Context: an optimization exercise on an open-source flow, tuned for small area and a short achievable clock period. The choices shown serve that exercise and are no tape-out recipe. Only simulation tests tie the RTL to the original design; equivalence was not proved.

## flow/design.v

```verilog
package alignPkg;
  localparam int SCORE_W = 11;
  typedef logic signed [SCORE_W-1:0] score_t;
  typedef logic [1:0] base_t;
  typedef struct packed {
    score_t m;
    score_t ix;
    score_t iy;
    score_t iz;
    score_t ixy;
    score_t iyz;
    score_t ixz;
  } scoreVec_t;
  typedef struct packed {
    scoreVec_t n1;
    scoreVec_t n2;
    scoreVec_t n3;
    base_t     a;
    base_t     b;
    base_t     c;
    logic      en;
  } cellIn_t;
endpackage
`timescale 1ns/1ps
module max7Tree (
  input  logic [7*alignPkg::SCORE_W-1:0] cand_i,
  output logic [alignPkg::SCORE_W-1:0]   max_o
);
  localparam int SW = alignPkg::SCORE_W;
  logic signed [SW-1:0] lvl1A;
  logic signed [SW-1:0] lvl1B;
  logic signed [SW-1:0] lvl1C;
  logic signed [SW-1:0] lvl2A;
  logic signed [SW-1:0] lvl2B;
  function automatic logic signed [SW-1:0] max2(input logic signed [SW-1:0] x,
                                                input logic signed [SW-1:0] y);
    max2 = (x > y) ? x : y;
  endfunction
  assign lvl1A = max2(cand_i[6*SW +: SW], cand_i[5*SW +: SW]);
  assign lvl1B = max2(cand_i[4*SW +: SW], cand_i[3*SW +: SW]);
  assign lvl1C = max2(cand_i[2*SW +: SW], cand_i[1*SW +: SW]);
  assign lvl2A = max2(lvl1A, lvl1B);
  assign lvl2B = max2(lvl1C, cand_i[0*SW +: SW]);
  assign max_o = max2(lvl2A, lvl2B);
endmodule
`timescale 1ns/1ps
module neighborDelay (
  input  logic      clk,
  input  logic      rst,
  input  alignPkg::cellIn_t   cellIn_i,
  output alignPkg::scoreVec_t n1D1_o,
  output alignPkg::scoreVec_t n1D2_o,
  output alignPkg::scoreVec_t n2Live_o,
  output alignPkg::scoreVec_t n2D1_o,
  output alignPkg::scoreVec_t n3Live_o,
  output alignPkg::scoreVec_t n3D1_o,
  output alignPkg::base_t     a_o,
  output alignPkg::base_t     b_o,
  output alignPkg::base_t     c_o,
  output logic      en_o,
  output logic      start_o
);
  always_ff @(posedge clk or posedge rst) begin
    if (rst) begin
      n1D1_o <= '0;
      n1D2_o <= '0;
      n2D1_o <= '0;
      n3D1_o <= '0;
    end else begin
      n1D1_o <= cellIn_i.n1;
      n1D2_o <= n1D1_o;
      n2D1_o <= cellIn_i.n2;
      n3D1_o <= cellIn_i.n3;
    end
  end
  always_ff @(posedge clk or posedge rst) begin
    if (rst) begin
      a_o  <= '0;
      b_o  <= '0;
      c_o  <= '0;
      en_o <= 1'b0;
    end else begin
      a_o  <= cellIn_i.a;
      b_o  <= cellIn_i.b;
      c_o  <= cellIn_i.c;
      en_o <= cellIn_i.en;
    end
  end
  assign n2Live_o = cellIn_i.n2;
  assign n3Live_o = cellIn_i.n3;
  assign start_o = cellIn_i.en & ~en_o;
endmodule
`timescale 1ns/1ps
module cellUpdate #(
  parameter int MATCH      = 1,
  parameter int MISMATCH   = -1,
  parameter int GAP_OPEN   = 2,
  parameter int GAP_EXTEND = 1
) (
  input  logic      clk,
  input  logic      rst,
  input  alignPkg::scoreVec_t n1D1_i,
  input  alignPkg::scoreVec_t n1D2_i,
  input  alignPkg::scoreVec_t n2Live_i,
  input  alignPkg::scoreVec_t n2D1_i,
  input  alignPkg::scoreVec_t n3Live_i,
  input  alignPkg::scoreVec_t n3D1_i,
  input  alignPkg::base_t     a_i,
  input  alignPkg::base_t     b_i,
  input  alignPkg::base_t     c_i,
  input  logic      en_i,
  input  logic      start_i,
  output alignPkg::scoreVec_t state_o,
  output alignPkg::base_t     baseA_o,
  output logic      en_o
);
  localparam int SW = alignPkg::SCORE_W;
  localparam logic [SW-1:0] GO   = SW'(GAP_OPEN);
  localparam logic [SW-1:0] GE   = SW'(GAP_EXTEND);
  localparam logic [SW-1:0] GO2  = SW'(2 * GAP_OPEN);
  localparam logic [SW-1:0] GE2  = SW'(2 * GAP_EXTEND);
  localparam logic [SW-1:0] GOGE = SW'(GAP_OPEN + GAP_EXTEND);
  localparam logic [7*SW-1:0] NO_COST  = '0;
  localparam logic [7*SW-1:0] IX_COST  = {GO2, GE2, GOGE, GOGE, GOGE, GO2, GOGE};
  localparam logic [7*SW-1:0] IY_COST  = {GO2, GOGE, GE2, GOGE, GOGE, GOGE, GO2};
  localparam logic [7*SW-1:0] IZ_COST  = {GO2, GOGE, GOGE, GE2, GO2, GOGE, GOGE};
  localparam logic [7*SW-1:0] IXY_COST = {GO, GE, GE, GO, GE, GO, GO};
  localparam logic [7*SW-1:0] IYZ_COST = {GO, GO, GE, GE, GO, GE, GO};
  localparam logic [7*SW-1:0] IXZ_COST = {GO, GE, GO, GE, GO, GO, GE};
  localparam logic [49*SW-1:0] COST = {IXZ_COST, IYZ_COST, IXY_COST, IZ_COST,
                                       IY_COST, IX_COST, NO_COST};
  logic [SW-1:0]         pairAB;
  logic [SW-1:0]         pairBC;
  logic [SW-1:0]         pairAC;
  logic [SW-1:0]         triple;
  logic [7*SW-1:0]       srcM;
  logic [7*SW-1:0]       srcIx;
  logic [7*SW-1:0]       srcIxy;
  logic [7*SW-1:0]       srcIxz;
  logic [49*SW-1:0]      src;
  logic [7*SW-1:0]       bonus;
  logic [49*SW-1:0]      cand;
  logic [7*SW-1:0]       best;
  logic [7*SW-1:0]       nextState;
  assign pairAB = (a_i == b_i) ? SW'(MATCH) : SW'(MISMATCH);
  assign pairBC = (b_i == c_i) ? SW'(MATCH) : SW'(MISMATCH);
  assign pairAC = (a_i == c_i) ? SW'(MATCH) : SW'(MISMATCH);
  assign triple = pairAB + pairBC + pairAC;
  assign srcM   = start_i ? '0 : n1D2_i;
  assign srcIx  = start_i ? '0 : state_o;
  assign srcIxy = start_i ? '0 : n2D1_i;
  assign srcIxz = start_i ? '0 : n3D1_i;
  assign src   = {srcIxz, n1D1_i, srcIxy, n3Live_i, n2Live_i, srcIx, srcM};
  assign bonus = {pairAC, pairBC, pairAB, SW'(0), SW'(0), SW'(0), triple};
  for (genvar t = 0; t < 7; t++) begin : gCand
    for (genvar f = 0; f < 7; f++) begin : gField
      assign cand[(7*t+f)*SW +: SW] = src[(7*t+f)*SW +: SW] - COST[(7*t+f)*SW +: SW]
                                     + bonus[t*SW +: SW];
    end
  end
  for (genvar i = 0; i < 7; i++) begin : gMax
    max7Tree max7Tree_inst (
      .cand_i (cand[7*i*SW +: 7*SW]),
      .max_o  (best[i*SW +: SW])
    );
  end
  assign nextState = {best[0*SW +: SW], best[1*SW +: SW], best[2*SW +: SW], best[3*SW +: SW],
                       best[4*SW +: SW], best[5*SW +: SW], best[6*SW +: SW]};
  always_ff @(posedge clk or posedge rst) begin
    if (rst) begin
      state_o <= '0;
    end else begin
      state_o <= nextState;
    end
  end
  assign baseA_o = a_i;
  assign en_o    = en_i;
endmodule
`timescale 1ns/1ps
module alignCell #(
  parameter int MATCH      = 1,
  parameter int MISMATCH   = -1,
  parameter int GAP_OPEN   = 2,
  parameter int GAP_EXTEND = 1
) (
  input  logic      clk,
  input  logic      rst,
  input  alignPkg::cellIn_t   cellIn_i,
  output alignPkg::scoreVec_t state_o,
  output alignPkg::base_t     baseA_o,
  output logic      en_o
);
  alignPkg::scoreVec_t n1D1;
  alignPkg::scoreVec_t n1D2;
  alignPkg::scoreVec_t n2Live;
  alignPkg::scoreVec_t n2D1;
  alignPkg::scoreVec_t n3Live;
  alignPkg::scoreVec_t n3D1;
  alignPkg::base_t     baseA;
  alignPkg::base_t     baseB;
  alignPkg::base_t     baseC;
  logic      enReg;
  logic      start;
  neighborDelay neighborDelay_inst (
    .clk      (clk),
    .rst      (rst),
    .cellIn_i (cellIn_i),
    .n1D1_o   (n1D1),
    .n1D2_o   (n1D2),
    .n2Live_o (n2Live),
    .n2D1_o   (n2D1),
    .n3Live_o (n3Live),
    .n3D1_o   (n3D1),
    .a_o      (baseA),
    .b_o      (baseB),
    .c_o      (baseC),
    .en_o     (enReg),
    .start_o  (start)
  );
  cellUpdate #(
    .MATCH      (MATCH),
    .MISMATCH   (MISMATCH),
    .GAP_OPEN   (GAP_OPEN),
    .GAP_EXTEND (GAP_EXTEND)
  ) cellUpdate_inst (
    .clk      (clk),
    .rst      (rst),
    .n1D1_i   (n1D1),
    .n1D2_i   (n1D2),
    .n2Live_i (n2Live),
    .n2D1_i   (n2D1),
    .n3Live_i (n3Live),
    .n3D1_i   (n3D1),
    .a_i      (baseA),
    .b_i      (baseB),
    .c_i      (baseC),
    .en_i     (enReg),
    .start_i  (start),
    .state_o  (state_o),
    .baseA_o  (baseA_o),
    .en_o     (en_o)
  );
endmodule
`timescale 1ns/1ps
module alignCellTop (
  input  logic        clk,
  input  logic        rst,
  input  logic [76:0] n1_i,
  input  logic [76:0] n2_i,
  input  logic [76:0] n3_i,
  input  logic [1:0]  a_i,
  input  logic [1:0]  b_i,
  input  logic [1:0]  c_i,
  input  logic        en_i,
  output logic [76:0] state_o,
  output logic [1:0]  baseA_o,
  output logic        en_o
);
  alignCell #(
    .MATCH      (1),
    .MISMATCH   (-1),
    .GAP_OPEN   (2),
    .GAP_EXTEND (1)
  ) alignCell_inst (
    .clk      (clk),
    .rst      (rst),
    .cellIn_i ({n1_i, n2_i, n3_i, a_i, b_i, c_i, en_i}),
    .state_o  (state_o),
    .baseA_o  (baseA_o),
    .en_o     (en_o)
  );
endmodule
```

## flow/run.sh

```bash
#!/bin/bash
# synth_recipe.tcl (not shown) runs the flow's synth.tcl, then flattens the netlist and writes it again
# the make line also repeats each setting of config.mk as NAME=value (left out here)
make -C /OpenROAD-flow-scripts/flow DESIGN_CONFIG=/design/flow/config.mk WORK_HOME=/design/flow/orfs CLKGATE_MAP_FILE= SYNTH_SCRIPT=/design/flow/synth_recipe.tcl finish
```

## flow/config.mk

```make
export PLATFORM = sky130hd
export DESIGN_NAME = alignCellTop
export DESIGN_NICKNAME = alignCellTop
export VERILOG_FILES = /design/flow/design.v
export SDC_FILE = /design/flow/constraint.sdc
export NUM_CORES = 4
export LEC_CHECK = 0
export CAP_MARGIN = 20
export CORE_MARGIN = 2
export CORE_UTILIZATION = 45
export SLEW_MARGIN = 20
```

## flow/constraint.sdc

```tcl
create_clock -name core_clock -period 11.0 [get_ports {clk}]
set_input_delay 2.2000 -clock core_clock [delete_from_list [all_inputs] [get_ports {clk}]]
set_output_delay 2.2000 -clock core_clock [all_outputs]
set_load 0.01 [all_outputs]
```

==> results.json <==
{
  "run_status": "timing/DRC/antenna clean",
  "yosys.area_share.simple_pct": 14.4,
  "dp_cells": 6648,
  "max_slew_margin_pct": 35.9,
  "instances_no_fill": 6751,
  "postCtsHoldBufs": 0,
  "dpl_cell_area_sq_um": 49300,
  "dr.pass1.iters": 5,
  "crit_family": "compound AO/OA/AOI/OAI gates",
  "synth_fa_ha_area_share_pct": 23.9,
  "max-cap-violations": 0,
  "synth-xor-area-share_pct": 9.02,
  "initialDrtViolationCount": 2108,
  "die_h_um": 315,
  "min_period_ps": 10400,
  "syn_inst": 5007,
  "synth_compound_area_share_pct": 15.6,
  "clk_latency_ps": 630,
  "dieArea_sq_um": 99100,
  "cp_slowest_cell": "fa_1",
  "cp-start-kind": "register",
  "clkSinkCount": 392,
  "antenna_found_initial": 4,
  "multiInputGateArea_sq_um": 31100,
  "synth.distinct_cells": 104,
  "required_ps": 11500,
  "finClkSkew_ps": 29.9,
  "synth_top_family_by_area": "adder cells",
  "crit_path_end_kind": "register",
  "crit_buf_inv": 7,
  "synth_mux_area_share_pct": 7.89,
  "ys_ff_latch": 392,
  "ant_nets": 0,
  "worstPathMaxFanout": 13,
  "ys.flop_type": "dfrtp_1",
  "final_common_cell": "ha_1",
  "final.period_utilization_pct": 94.6,
  "port_buffers": 319,
  "dp_hpwl_mm": 104,
  "layout.nets": 6506,
  "slowest_delay_ps": 550,
  "cts_buffers": 49,
  "syn_avg_cell_area_sq_um": 8.68,
  "post-route-cell-area_sq_um": 51300,
  "final_cell_mix": "ha_1, inv_1, dfrtp_1",
  "setup_ws_ps": 596,
  "grt_use_total_pct": 25.0,
  "viasPerCell": 5.36,
  "synth_area_sq_um": 43500,
  "synth_edf_count": 0,
  "drive_gt1_share_pct": 7.97,
  "timing.rr.start": "alignCell_inst.neighborDelay_inst.c_o[1]",
  "core_area_sq_um": 95300,
  "synth-async-reset-ratio_pct": 100,
  "crit_top_cell": "ha_1",
  "ys_seq_area_share_pct": 22.6,
  "grt_max_degree": 156,
  "cp.arrival_ps": 10910,
  "vias": 36200,
  "startpoint": "alignCell_inst.neighborDelay_inst.c_o[1]",
  "fmax_mhz": 96.1,
  "finalSetupViolCount": 0,
  "syn_nets": 6059,
  "grt_pass1_vias": 35600,
  "wl_per_cell_um": 18.6,
  "cts.clk_slew.worst_paths_ps": 60,
  "grt_pass1_wl_mm": 195,
  "tritoncts": "done",
  "fill_cells": 8932,
  "syn2layout_area_growth_pct": 18.0,
  "gp_congestion": 0.920,
  "htree_num_levels": 2,
  "num_rows": 113,
  "initial_utilization_pct": 45.6,
  "die_x_um": 315,
  "ioPinCount": 320,
  "cts_root_buffer": "clkbuf_16",
  "dp_slack_ps": -184,
  "grt-ovfl-total": 0,
  "hold_start": "alignCell_inst.neighborDelay_inst.n1D1_o[18]",
  "critical_path_class": "reg -> reg",
  "slew_violations": 0,
  "drcViolationCount": 0,
  "hold_violations": 0,
  "detail_route.wirelength_mm": 125,
  "cts.path.max_buffers": 3,
  "worst_pin_slew_ps": 958,
  "min_path_type": "reg -> reg",
  "seq_area_sq_um": 9810,
  "synth_warnings": 3
}
-- cells in the mapped netlist, types with 52 or more instances --
| cell type | number | share of area [%] |
|---|---|---|
| a21o_1 | 68 | 1.2 |
| a21oi_1 | 274 | 3.2 |
| and2_1 | 132 | 1.9 |
| clkbuf_1 | 73 | 0.63 |
| dfrtp_1 | 392 | 23 |
| ha_1 | 785 | 23 |
| inv_1 | 654 | 5.6 |
| mux2_2 | 69 | 1.8 |
| mux2i_1 | 264 | 6.1 |
| nand2_1 | 350 | 3.0 |
| nand2b_1 | 52 | 0.75 |
| nand3_1 | 64 | 0.74 |
| nand4_1 | 84 | 1.2 |
| nor2_1 | 239 | 2.1 |
| nor2b_1 | 83 | 1.2 |
| nor3_1 | 82 | 0.94 |
| o21a_1 | 233 | 4.0 |
| o21ai_0 | 156 | 1.8 |
| o21bai_1 | 81 | 1.4 |
| or3_1 | 67 | 0.96 |
| xnor2_1 | 322 | 6.5 |
| xor2_1 | 120 | 2.4 |
-- logic make-up after synthesis --
logic type                 after synthesis
muxes                                  334
DFF                                    392
and+or+nand+nor                       1248
AOI/OAI and AO/OA                     1012
xor gates and xnor gates               445
adders and majority gates              815
buffers and inverters                  761
-- worst paths after layout --
kind / cells after the start / to / slack, ps
worst max register to register: 53 / alignCell_inst.cellUpdate_inst.state_o[68] / 600
min in group asynchronous: 2 / alignCell_inst.neighborDelay_inst.en_o / 2050
worst max-delay path: 53 / alignCell_inst.cellUpdate_inst.state_o[68] / 600
worst min-delay path: 0 / alignCell_inst.neighborDelay_inst.n1D2_o[18] / 390
worst min register to register: 0 / alignCell_inst.neighborDelay_inst.n1D2_o[18] / 390
max in group asynchronous: 4 / alignCell_inst.neighborDelay_inst.n3D1_o[28] / 6950
-- final cells by class --
type | instances | share of cell area, %
well taps | 1265 | 3.08
diodes | 1 | 0.00488
clock inverters | 27 | 0.768
flip-flops and latches | 392 | 19.1
multi-input cells | 3855 | 60.6
inverters | 656 | 4.82
clock buffers | 55 | 2.47
repair buffers | 500 | 9.10
-- per-layer routing --
layer  wire length [um]  vias up  GRT usage [%]  part of all wire, %
li1                   -    18300              -                    -
met1              58500    17100           34.2                   47
met2              57600      665           41.5                   46
met3               6300      141           3.39                  5.0
met4               2900        4           6.14                  2.3
met5                 27        -              0                0.022
-- timing repair --
action / in CTS / in global routing
gates resized for setup: 0 / 34
hold endpoints to repair: 0 / 0
endpoints found under the setup margin: 0 / 42
setup buffers: 0 / 19
-- sequential cells by signal, indices dropped and copies added, names as in the netlist, 2 cells and up --
name and cells:
alignCell_inst.cellUpdate_inst.state_o 77, alignCell_inst.neighborDelay_inst.a_o 2, alignCell_inst.neighborDelay_inst.b_o 2, alignCell_inst.neighborDelay_inst.c_o 2, alignCell_inst.neighborDelay_inst.n1D1_o 77, alignCell_inst.neighborDelay_inst.n1D2_o 77
alignCell_inst.neighborDelay_inst.n2D1_o 77, alignCell_inst.neighborDelay_inst.n3D1_o 77
-- through the flow --
| stage | hold WS [ps] | setup TNS (ps) | utilization (%) |
|---|---|---|---|
| 2_1_floorplan | 354 | -99.5 | - |
| 3_3_place_gp | 390 | -332 | 51.7 |
| 3_5_place_dp | 381 | -3160 | 51.7 |
| 4_1_cts | 394 | 0 | 53.5 |
| 5_1_grt | 412 | -707 | 53.8 |
| 6_report | 387 | 0 | 53.8 |

## re-timing with driven ports
The results above use ideal ports. As a check the final layout listed here was re-extracted and re-timed, cells and wires unchanged. Step 1, drivers: a clkbuf_16 drives clk and a buf_2 each remaining input, both assumed. Step 2, shift: input delay + t, output delay - t, t = (earliest + latest rising clock arrival at the registers) / 2. This alone moves slack from input paths to output paths. Slacks: ideal ports / drivers / drivers and shift; pairs: ideal ports / drivers.
shift t [ns]: 0.680
setup WS [ns]: 0.596 / 0.596 / 0.092
slew at the worst register clock pin (ns): 0.07 / 0.07
After both steps this run still meets setup and hold. The setup slack of this run moves by 0.000 ns with the drivers and by -0.504 ns with both steps.
